Context: an optimization exercise on an open-source flow, tuned for a short achievable clock period and few clock cycles per item. The choices shown serve that exercise and are no tape-out recipe. Where RTL was checked, it was by simulation tests only, not by an equivalence proof against the original. Power and IR drop assume default switching activity.

// a25_wishbone_master
module a25_wishbone_master
#(
    parameter int unsigned TIMEOUT_CYCLES = 256
) (
    input  logic         i_clk,
    input  logic         i_rst,
    input  logic         i_p0_valid,
    output logic         o_p0_accepted,
    input  logic         i_p0_write,
    input  logic [127:0] i_p0_wdata,
    input  logic [15:0]  i_p0_be,
    input  logic [31:0]  i_p0_addr,
    output logic [127:0] o_p0_rdata,
    output logic         o_p0_rdata_valid,
    input  logic         i_p1_valid,
    output logic         o_p1_accepted,
    input  logic         i_p1_write,
    input  logic [127:0] i_p1_wdata,
    input  logic [15:0]  i_p1_be,
    input  logic [31:0]  i_p1_addr,
    output logic [127:0] o_p1_rdata,
    output logic         o_p1_rdata_valid,
    input  logic         i_p2_valid,
    output logic         o_p2_accepted,
    input  logic         i_p2_write,
    input  logic [127:0] i_p2_wdata,
    input  logic [15:0]  i_p2_be,
    input  logic [31:0]  i_p2_addr,
    output logic [127:0] o_p2_rdata,
    output logic         o_p2_rdata_valid,
    output logic [31:0]  o_wb_adr,
    output logic [3:0]   o_wb_sel,
    output logic         o_wb_we,
    output logic [31:0]  o_wb_dat,
    input  logic [31:0]  i_wb_dat,
    output logic         o_wb_cyc,
    output logic         o_wb_stb,
    input  logic         i_wb_ack,
    input  logic         i_wb_err,
    output logic         o_bus_error
);
Size in the first run: roughly 4500 cells after synthesis, about 1000 flip-flops, ~1000 I/O pins, about 0.050 sq mm of cells after synthesis.
export LEC_CHECK = 0
export ABC_CLOCK_PERIOD_IN_PS = 2200
export CAP_MARGIN = 20
export CORE_MARGIN = 2
export CORE_UTILIZATION = 50
export SETUP_SLACK_MARGIN = 2.6
export SLEW_MARGIN = 20
export SYNTH_HIERARCHICAL = 1
export SYNTH_MINIMUM_KEEP_SIZE = 0
export TNS_END_PERCENT = 100
create_clock -name core_clock -period 5.0 [get_ports {i_clk}]
standard.sh (not shown) runs the stock make flow with config.mk's settings and CLKGATE_MAP_FILE= SYNTH_SCRIPT=/design/flow/synth_recipe.tcl, a recipe that flattens the netlist after the stock synthesis.
==> flow/flow/run.sh <==
#!/bin/bash
# The standard layout (standard.sh), with two ORFS settings changed:
#  - port buffers are sky130_fd_sc_hd__buf_4 rather than the delay buffer
#    buffer_ports picks by default;
#  - the resizer may swap a cell for one of another footprint
#    (MATCH_CELL_FOOTPRINT=0), so those buffers and the gates can be sized
#    for timing before routing.
# Everything else, synthesis included, is the standard flow.
set -o pipefail
cp standard.sh standard.sh.txt
bash standard.sh MATCH_CELL_FOOTPRINT=0 "BUFFER_PORTS_ARGS=-buffer_cell sky130_fd_sc_hd__buf_4" finish > standard.log 2>&1
Change:
--- a/flow/design.v
+++ b/flow/design.v
@@ -29,54 +29,25 @@
         end else begin
             mask = '1;
         end
     end
 endmodule
 module a25_wb_accept
 (
     input  logic [2:0] valid,
     input  logic       room,
     output logic [2:0] accepted
 );
-    logic [1:0] n_take;    
-    a25_wb_nand2 u_n0 (.a(valid[0]), .b(room), .y(n_take[0]));
-    a25_wb_nand2 u_n1 (.a(valid[1]), .b(room), .y(n_take[1]));
     assign accepted[2] = valid[2] & room;
-    assign accepted[1] = ~(valid[2] | n_take[1]);
-    assign accepted[0] = ~(valid[2] | valid[1] | n_take[0]);
-endmodule
-module a25_wb_nand2
-(
-    input  logic a,
-    input  logic b,
-    output logic y
-);
-    assign y = ~(a & b);
-endmodule
-module a25_wb_nz4
-(
-    input  logic [3:0] b,
-    output logic       y
-);
-    logic z01, z23;    
-    a25_wb_nor2  u_z01 (.a(b[0]), .b(b[1]), .y(z01));
-    a25_wb_nor2  u_z23 (.a(b[2]), .b(b[3]), .y(z23));
-    a25_wb_nand2 u_y   (.a(z01),  .b(z23),  .y(y));
-endmodule
-module a25_wb_nor2
-(
-    input  logic a,
-    input  logic b,
-    output logic y
-);
-    assign y = ~(a | b);
+    assign accepted[1] = valid[1] & ~valid[2] & room;
+    assign accepted[0] = valid[0] & ~valid[1] & ~valid[2] & room;
 endmodule
 import a25_wb_pkg::*;
 module a25_wishbone_master
 #(
     parameter int unsigned TIMEOUT_CYCLES = 256
 ) (
     input  logic         i_clk,
     input  logic         i_rst,
     input  logic         i_p0_valid,
     output logic         o_p0_accepted,
     input  logic         i_p0_write,
@@ -159,26 +130,28 @@
             win_be    = i_p1_be;
             win_addr  = i_p1_addr;
         end
     end
     logic unused_addr_lsbs;
     assign unused_addr_lsbs = ^win_addr[1:0];
     logic [3:0]  pm [3];
     logic [1:0]  pf [3];
     logic [3:0]  ps [3];
     logic [31:0] pd [3];
     logic [3:0] pn [3];
-    for (genvar k = 0; k < 4; k++) begin : g_nz
-        a25_wb_nz4 u_nz0 (.b(i_p0_be[4*k +: 4]), .y(pn[0][k]));
-        a25_wb_nz4 u_nz1 (.b(i_p1_be[4*k +: 4]), .y(pn[1][k]));
-        a25_wb_nz4 u_nz2 (.b(i_p2_be[4*k +: 4]), .y(pn[2][k]));
+    always_comb begin
+        for (int unsigned k = 0; k < 4; k++) begin
+            pn[0][k] = |i_p0_be[4*k +: 4];
+            pn[1][k] = |i_p1_be[4*k +: 4];
+            pn[2][k] = |i_p2_be[4*k +: 4];
+        end
     end
     always_comb begin
         pm[0] = i_p0_write ? pn[0] : 4'hf;
         pm[1] = i_p1_write ? pn[1] : 4'hf;
         pm[2] = i_p2_write ? pn[2] : (4'b0001 << i_p2_addr[3:2]);
     end
     logic [1:0] pw [3];
     always_comb begin
         for (int unsigned p = 0; p < 3; p++) begin
             pf[p] = first_of(pm[p]);
             pw[p] = first_of(pn[p]);
@@ -205,25 +178,25 @@
             win_sel   = ps[2];
             win_dat   = pd[2];
         end else if (i_p1_valid) begin
             win_mask  = pm[1];
             win_first = pf[1];
             win_sel   = ps[1];
             win_dat   = pd[1];
         end
     end
     logic push_any;
     logic [2:0] pnz;
-    assign pnz[0] = ~i_p0_write | (|pn[0]);
-    assign pnz[1] = ~i_p1_write | (|pn[1]);
-    assign pnz[2] = ~i_p2_write | (|pn[2]);
+    assign pnz[0] = ~i_p0_write | (|i_p0_be);
+    assign pnz[1] = ~i_p1_write | (|i_p1_be);
+    assign pnz[2] = ~i_p2_write | (|i_p2_be);
     assign push_any = acc;
     logic win_nz;
     assign win_nz = i_p2_valid ? pnz[2] : (i_p1_valid ? pnz[1] : pnz[0]);
     logic [1:0]    q_port  [QD];
     logic          q_wr    [QD];
     logic [127:0]  q_wdata [QD];
     logic [15:0]   q_be    [QD];
     logic [31:4]   q_addr  [QD];
     logic [3:0]    q_mask  [QD];
     logic [QP-1:0] wp_q, rp_q;
     logic [QW-1:0] cnt_q;
- cell area stays flat
- die area went down by 0.96%
- routed wire length is higher by about 3%
- hold slack degrades by 0.021 ns
- total power rose by 2.6%
- sequential power barely changes
- combinational power is higher by about 5%
- global-route usage rises by 0.73 points
Testbench counts after the change, summed over its fixed seeds: cycles 28,069, requests 5,120.
Only the layout flow was run in the first run of this note; the RTL was not checked for function there.

[port drivers added, routing unchanged]
No port has a modelled driver above. Below, the same layouts with a new extraction and two added sets of constraints.
Step 1 sets driving cells, clkbuf_16 on the clock port and buf_2 on the other inputs (assumed; they add their load-dependent delay and slew).
Step 2 adds t to the input delays and takes it off the output delays; t is the mean of the earliest and latest rising clock arrival at the registers after step 1. Input paths then give back, and output paths get back, about the clock's delay inside the block.
a / b / c = ideal ports / drivers / drivers and shift; a / b = the first two.
| run | shift t [ns] | slack for setup (ns) | slew at the worst register clock pin (ns) |
|---|---|---|---|
| the first run | 0.754 | 2.480 / 2.320 / 1.647 | 0.07 / 0.07 |
| the second run | 0.752 | 2.451 / 2.233 / 1.688 | 0.07 / 0.07 |
After both steps every run listed still meets setup and hold. The setup slack of the first run, which loses most, moves by -0.160 ns with the drivers and by -0.833 ns with both steps.
